This design comes from an exercise in tuning for small area, a short achievable clock period and few clock cycles per item on the open sky130 flow, not from production work. At most, simulation tests tie the RTL to the original design; equivalence was not proved.

Design adc_scan_scale_smooth, start of the top module:
module adc_scan_scale_smooth (
   input  logic                clock,
   input  logic                reset,
   input  logic                req_valid,
   output logic                req_ready,
   input  logic [13:0]         req_sample,
   output logic                rsp_valid,
   input  logic                rsp_ready,
   output logic [1:0]          rsp_channel,
   output logic signed [31:0]  rsp_smoothed_value,
   output logic [7:0]          rsp_next_mux,
   input  logic                csr_we,
   input  logic [2:0]          csr_index,
   input  logic [31:0]         csr_wdata
);
   adcsss_pkg::cfg_type cfg;
   logic                go;
   logic                res_valid;
   logic [1:0]          res_channel;
   logic signed [31:0]  res_value;
   assign req_ready = go;
   adcsss_csr u_csr (
      .clock     (clock),
      .reset     (reset),
      .csr_we    (csr_we),
      .csr_index (csr_index),
      .csr_wdata (csr_wdata),
      .cfg       (cfg)
   );
   adcsss_dp u_dp (
      .clock       (clock),
      .reset       (reset),
      .go          (go),
      .accept      (req_valid && go),
      .cfg         (cfg),
      .req_sample  (req_sample),
      .res_valid   (res_valid),
      .res_channel (res_channel),
      .res_value   (res_value)
   );
   adcsss_ctrl u_ctrl (
      .clock              (clock),
      .reset              (reset),
      .res_valid          (res_valid),
      .res_channel        (res_channel),
      .res_value          (res_value),
      .go                 (go),
      .rsp_valid          (rsp_valid),
      .rsp_ready          (rsp_ready),
      .rsp_channel        (rsp_channel),
      .rsp_smoothed_value (rsp_smoothed_value),
      .rsp_next_mux       (rsp_next_mux)
   );
endmodule
clock: 9.5 ns
lec_check: 0
cap_margin: 20
core_margin: 2
core_utilization: 40
setup_slack_margin: 5
slew_margin: 20
run.sh (not shown) runs the stock make flow with config.mk's settings and CLKGATE_MAP_FILE= SYNTH_SCRIPT=/design/flow/synth_recipe.tcl, a recipe that flattens the netlist after the stock synthesis.
Testbench counts at the start, summed over its fixed seeds: cycles 4,856, samples 4,800.
==> next run, changes <==
--- a/flow/design.v
+++ b/flow/design.v
@@ -305,21 +305,21 @@
    logic               v1_ff, v2_ff, v3_ff, v4_ff, v5_ff, v6_ff;
    logic [1:0]         ch1_ff, ch2_ff, ch3_ff, ch4_ff, ch5_ff, ch6_ff;
    logic [28:0]        xs_ff, xc_ff;
    logic signed [28:0] x_ff;
    logic [8:0]         g_one_ff, g_two_ff, g_neg_ff;
    logic [W1-1:0]      ps_ff, pc_ff;
    logic signed [31:0] val_ff;
    logic signed [32:0] diff_ff;
    logic [8:0]         a_one_ff, a_two_ff, a_neg_ff;
    logic [W2-1:0]      qs_ff, qc_ff;
-   logic signed [31:0] avg0_ff, avg1_ff, avg2_ff;
+   logic signed [31:0] avg_ff [0:2];
    logic signed [23:0] bias0;
    logic [28:0]        s29;
    logic [5*29-1:0]    vrows;
    logic [28:0]        vs, vc;
    logic [28:0]        xs_in, xc_in;
    assign bias0 = (ptr_ff == adcsss_pkg::CH_VOLT) ? cfg.voltage_bias : cfg.current_bias;
    assign s29   = {15'd0, req_sample};
    assign vrows = {s29 << 9, s29 << 7, s29, ~(s29 << 4), {bias0[23], bias0, 4'd0}};
    adcsss_csa_tree #(.N(5), .W(29)) u_tree0 (
       .rows  (vrows),
@@ -369,51 +369,39 @@
    assign p    = ps_ff + pc_ff;
    assign kk   = p[27:12];
    assign tsat = kk[15] && (kk <= 16'd65261);
    assign tval = tsat ? 32'sh7fff_ffff : {kk, 16'd55706};
    assign gval = (p[44:35] == {10{p[35]}}) ? p[35:4]
                : (p[44] ? 32'sh8000_0000 : 32'sh7fff_ffff);
    assign value = (ch3_ff == adcsss_pkg::CH_TEMP) ? tval : gval;
    logic signed [31:0] avg4;
    logic [16:0]        alpha;
    logic [8:0]         a_one, a_two, a_neg;
-   always_comb begin
-      unique case (ch4_ff)
-         adcsss_pkg::CH_TEMP: avg4 = avg0_ff;
-         adcsss_pkg::CH_VOLT: avg4 = avg1_ff;
-         default:             avg4 = avg2_ff;
-      endcase
-   end
+   assign avg4 = avg_ff[ch4_ff];
    always_comb begin
       unique case (ch4_ff)
          adcsss_pkg::CH_TEMP: alpha = cfg.temp_alpha;
          adcsss_pkg::CH_VOLT: alpha = cfg.voltage_alpha;
          default:             alpha = cfg.current_alpha;
       endcase
    end
    adcsss_booth_enc #(.D(9)) u_aenc (
       .y   ({1'b0, alpha}),
       .one (a_one),
       .two (a_two),
       .neg (a_neg)
    );
    logic signed [31:0] avg5;
    logic [10*W2-1:0]   rows2;
    logic [11*W2-1:0]   rows2a;
    logic [W2-1:0]      qs_in, qc_in;
-   always_comb begin
-      unique case (ch5_ff)
-         adcsss_pkg::CH_TEMP: avg5 = avg0_ff;
-         adcsss_pkg::CH_VOLT: avg5 = avg1_ff;
-         default:             avg5 = avg2_ff;
-      endcase
-   end
+   assign avg5 = avg_ff[ch5_ff];
    adcsss_booth_rows #(.WX(33), .D(9), .W(W2)) u_rows2 (
       .x     (diff_ff),
       .one   (a_one_ff),
       .two   (a_two_ff),
       .neg   (a_neg_ff),
       .extra (48'd32768),
       .rows  (rows2)
    );
    assign rows2a = {avg5, 16'd0, rows2};
    adcsss_csa_tree #(.N(11), .W(W2)) u_tree2 (
@@ -428,34 +416,32 @@
    assign res_value   = acc[47:16];
    always_ff @(posedge clock) begin
       if (reset) begin
          ptr_ff    <= adcsss_pkg::CH_TEMP;
          v1_ff     <= 1'b0;
          v2_ff     <= 1'b0;
          v3_ff     <= 1'b0;
          v4_ff     <= 1'b0;
          v5_ff     <= 1'b0;
          v6_ff     <= 1'b0;
-         avg0_ff   <= '0;
-         avg1_ff   <= '0;
-         avg2_ff   <= '0;
+         avg_ff[0] <= '0;
+         avg_ff[1] <= '0;
+         avg_ff[2] <= '0;
       end else if (go) begin
          if (accept) ptr_ff <= (ptr_ff == adcsss_pkg::CH_CURR) ? adcsss_pkg::CH_TEMP : ptr_ff + 2'd1;
          v1_ff <= accept;
          v2_ff <= v1_ff;
          v3_ff <= v2_ff;
          v4_ff <= v3_ff;
          v5_ff <= v4_ff;
          v6_ff <= v5_ff;
-         if (v6_ff && ch6_ff == adcsss_pkg::CH_TEMP) avg0_ff <= res_value;
-         if (v6_ff && ch6_ff == adcsss_pkg::CH_VOLT) avg1_ff <= res_value;
-         if (v6_ff && ch6_ff == adcsss_pkg::CH_CURR) avg2_ff <= res_value;
+         if (v6_ff) avg_ff[ch6_ff] <= res_value;
       end
    end
    always_ff @(posedge clock) begin
       if (go) begin
          ch1_ff   <= ptr_ff;
          ch2_ff   <= ch1_ff;
          ch3_ff   <= ch2_ff;
          ch4_ff   <= ch3_ff;
          ch5_ff   <= ch4_ff;
          ch6_ff   <= ch5_ff;
Result: Wire length hardly moves. Cell area went up by a few percent. Setup slack is better by 27 ps. First-iteration DRC count increases by a quarter to a third. Synthesized cell count goes down slightly. Clock-buffer cell count came out higher by 2. Area after synthesis is higher by a few percent. Die area grows by a few percent. Non-clock buffer count fell by 6.
The RTL of the second run of this note was laid out without a check of its function.

==> port drivers added, routing unchanged <==
No port has a modelled driver above. Below, the same layouts with a new extraction and two added sets of constraints.
Step 1: set_driving_cell puts a clkbuf_16 on clock and a buf_2 on each other input, an assumption about the parent block.
Step 2 moves the port delays by t, midway between the first and last clock arrival at a register: inputs arrive t later, outputs are due t later. That takes back most of the time a late clock gives input paths.
Slacks: ideal / step 1 / step 2; pairs: ideal / step 1.
run	t (ns)	slack for setup (ns)	pins driven straight from the clock port
the first run	0.756	5.090 / 5.090 / 4.955	1
the second run	0.770	5.117 / 5.117 / 4.991	1
After both steps setup and hold are still met in every run listed. The setup slack of the first run, which loses most, moves by 0.000 ns with the drivers and by -0.135 ns with both steps.
